Background: an optimization exercise with open tools, aiming at small area, a short achievable clock period and few clock cycles. Do not read the settings as production practice. Function was checked by simulation only, so behaviour that the tests miss may differ from the original. No activity file was given, so power comes from the tool's default toggle rates.

== old ==
// csc_chip
module csc_chip (
	input logic CLOCK_50_I,
	input logic resetn,
	input logic psel,
	input logic penable,
	input logic pwrite,
	input logic [7:0] paddr,
	input logic [31:0] pwdata,
	output logic [31:0] prdata,
	output logic pready,
	output logic pslverr,
	output logic mem_en,
	output logic mem_we,
	output logic [17:0] mem_addr,
	output logic [15:0] mem_wdata,
	input logic [15:0] mem_rdata
);
For scale: ~2300 cells after synthesis, roughly 130 I/O pins.
Settings: LEC_CHECK=0, CAP_MARGIN=20, CORE_MARGIN=2, CORE_UTILIZATION=65, PLACE_DENSITY=0.75, SETUP_SLACK_MARGIN=5, SLEW_MARGIN=20; clock period 10.0 ns.
run.sh (not shown) runs the stock make flow with config.mk's settings and CLKGATE_MAP_FILE= SYNTH_SCRIPT=/design/flow/synth_recipe.tcl, a recipe that flattens the netlist after the stock synthesis.
Testbench counts of old, summed over its fixed seeds: cycles 384,224.
Modified inputs, new compared to old
--- a/flow/design.v
+++ b/flow/design.v
@@ -86,21 +86,18 @@
 	assign ph[1] = j[0] && !j[1];
 	assign ph[2] = j[1] && !j[2];
 	assign ph[3] = j[2] && !j[3];
 	assign ph[4] = j[3] && !j[4];
 	assign ph[5] = j[4] && j[0];
 	assign ph[6] = !j[0] && j[1];
 	assign ph[7] = !j[1] && j[2];
 	assign ph[8] = !j[2] && j[3];
 	assign ph[9] = !j[3] && j[4];
-	assign edge_first = (wb == 6'd0);
-	assign edge_b38 = (wb == 6'd38);
-	assign edge_last = (wb == 6'd39);
 	assign c_ok = (pairs < 14'd9595);
 	assign u_addr = (pro != 2'd0) ? 16'(csc_pkg::U_BASE + 3) - {14'd0, pro}
 		: 16'(csc_pkg::U_BASE + 3) + {3'd0, pairs[13:1]};
 	assign v_addr = pro[1] ? 16'(csc_pkg::V_BASE + 1) - {15'd0, pro[0]}
 		: 16'(csc_pkg::V_BASE + 2) + {3'd0, pairs[13:1]};
 	assign y_next = pairs + 14'd1;  
 	assign pair_inc = active && (pro == 2'd0) && (ph[3] || ph[8]);
 	assign run_end = active && ph[9] && (pairs == 14'(csc_pkg::PAIRS));
 	assign mem_addr = {2'b00, addr_q};
@@ -116,33 +113,41 @@
 				if (ph[9] || ph[5]) mem_en <= c_ok;
 				if (ph[0]) mem_en <= (pro == 2'd0);
 				if (ph[4]) mem_en <= !pro[1];
 				if (ph[1] || ph[2] || ph[3] || ph[6] || ph[7] || ph[8]) mem_en <= (pro == 2'd0);
 			end
 		end
 	end
 	always_ff @(posedge CLOCK_50_I) begin
 		j <= {j[3:0], !j[4]};
-		if (ph[6]) wb <= edge_last ? 6'd0 : wb + 6'd1;
+		if (ph[6]) begin
+			wb <= edge_last ? 6'd0 : wb + 6'd1;
+			edge_first <= edge_last;
+			edge_last <= edge_b38;
+			edge_b38 <= (wb == 6'd37);
+		end
 		if (ph[9] && pro != 2'd0) pro <= pro - 2'd1;
 		mem_we <= ph[1] || ph[2] || ph[3] || ph[6] || ph[7] || ph[8];
 		if (ph[1] || ph[2] || ph[3] || ph[6] || ph[7] || ph[8]) begin
 			addr_q <= rgb;
 			rgb <= rgb + 16'd1;
 		end
 		if (ph[9]) addr_q <= v_addr;
 		if (ph[5]) addr_q <= u_addr;
 		if (ph[0]) addr_q <= {2'd0, y_next};
 		if (ph[4]) addr_q <= pro[0] ? 16'd0 : {2'd0, y_next};
 		if (start) begin
 			j <= J5;
 			pro <= 2'd3;
 			wb <= 6'd37;
+			edge_first <= 1'b0;
+			edge_last <= 1'b0;
+			edge_b38 <= 1'b0;
 			rgb <= 16'(csc_pkg::RGB_BASE - 15);  
 		end
 	end
 endmodule
 `timescale 1ns/1ns
 module chroma_upsampler (
 	input logic CLOCK_50_I,
 	input logic [15:0] mem_rdata,
 	input logic [9:0] ph,
@@ -169,20 +174,22 @@
 			wu[5] <= ph[8] ? mem_rdata[15:8] : wu[6];
 		end
 		if (ph[8]) wu[6] <= mem_rdata[7:0];
 		if (shv) begin
 			wv[4:0] <= wv[5:1];
 			wv[5] <= ph[2] ? mem_rdata[15:8] : wv[6];
 		end
 		if (ph[2]) wv[6] <= mem_rdata[7:0];
 	end
-	assign odd = ph[2] || ph[3];
-	assign chv = ph[3] || ph[8];
+	always_ff @(posedge CLOCK_50_I) begin
+		odd <= ph[1] || ph[2];
+		chv <= ph[2] || ph[7];
+	end
 	assign w = chv ? wv[5:0] : wu[5:0];
 	assign t0 = edge_first ? (odd ? w[1] : w[2]) : w[0];
 	assign t1 = (edge_first && !odd) ? w[2] : w[1];
 	assign t2 = w[2];
 	assign t3 = (edge_last && odd) ? w[2] : w[3];
 	assign t4 = edge_last ? (odd ? w[2] : w[3]) : w[4];
 	assign t5 = edge_last ? (odd ? w[2] : w[3]) : ((edge_b38 && odd) ? w[4] : w[5]);
 	always_ff @(posedge CLOCK_50_I) begin
 		p1 <= {1'b0, t0} + {1'b0, t5};
@@ -522,18 +529,19 @@
 	logic [7:0] y, u, v;
 	logic [7:0] y2, u2, v2;
 	logic [3:0] cr, cr2;
 	logic [5:0] cg, cg2;
 	logic [2:0] cb, cb2;
 	logic [5:0] mr, mg, mb, mr2, mg2, mb2;
 	logic [11:0] hr, hg, hb;
 	logic [7:0] ro, go, bo;
 	logic [7:0] b0_q;
+	logic sel1, sel2;  
 	assign y = yw[15:8];
 	assign u = u_in;
 	assign v = v_in;
 	pix_s0 u_s0 (
 		.y(y),
 		.u(u),
 		.v(v),
 		.cor(cr),
 		.mr(mr),
@@ -566,20 +574,22 @@
 		u2 <= u;
 		v2 <= v;
 		cr2 <= cr;
 		cg2 <= cg;
 		cb2 <= cb;
 		mr2 <= mr;
 		mg2 <= mg;
 		mb2 <= mb;
 		if (ph[1] || ph[6]) b0_q <= bo;
-		if (ph[2] || ph[7]) mem_wdata <= {b0_q, ro};
-		else if (ph[3] || ph[8]) mem_wdata <= {go, bo};
+		sel1 <= ph[1] || ph[6];
+		sel2 <= ph[2] || ph[7];
+		if (sel1) mem_wdata <= {b0_q, ro};
+		else if (sel2) mem_wdata <= {go, bo};
 		else mem_wdata <= {ro, go};
 	end
 endmodule
 module pix_s0 (input [7:0] y, input [7:0] u, input [7:0] v, output [3:0] cor, output [5:0] mr, output [5:0] cog, output [5:0] mg, output [2:0] cob, output [5:0] mb);
 wire s0_s1;
 wire s0_c2;
 wire s0_s3;
 wire s0_c4;
 wire s0_s5;
--- outcome ---
Measured against each other, new and old differ in signed area change from the synthesized netlist to the final layout, the lower figure coming from old.
new vs old — sequential-to-total area share from yosys stat rose 0.45 points.
new against old: simple-gate area share of the yosys netlist dropped 0.16 points, clock buffer instance count of the final layout went up.
The total power in new is 0.901 times that in old.
Via count of the first global-routing pass essentially unchanged between new and old.
Post-place setup slack ends up lower on new.
Against old, footprint of the multi-input gates in new fell slightly.
Delta (new minus old): sequential cell count picked up an extra about 1.8%; via count picked up an extra 208; number of cells upsized or downsized after cts lost 1; final standard cell area without fillers picked up an extra 0.74%; fmax neither gained nor lost much.
Testbench counts of new, summed over its fixed seeds: cycles 384,224.

## what the ideal ports hide
Ports are ideal in the flow. The routed layouts listed here were re-timed in OpenROAD.
Step 1, drivers: a clkbuf_16 drives CLOCK_50_I and a buf_2 each remaining input, both assumed.
Step 2 times the ports against the registers' clock, not the clock port: input delays grow and output delays shrink by t, the midpoint of the rising clock arrivals with the driver on.
Slacks: no drivers / after step 1 / after step 2; pairs: no drivers / after step 1.
run	t, ns	slack for setup (ns)	slew at the worst register clock pin (ns)
old	0.603	5.183 / 5.183 / 5.183	0.06 / 0.06
new	0.595	5.170 / 5.170 / 5.170	0.07 / 0.07
After both steps every run listed still meets setup and hold.
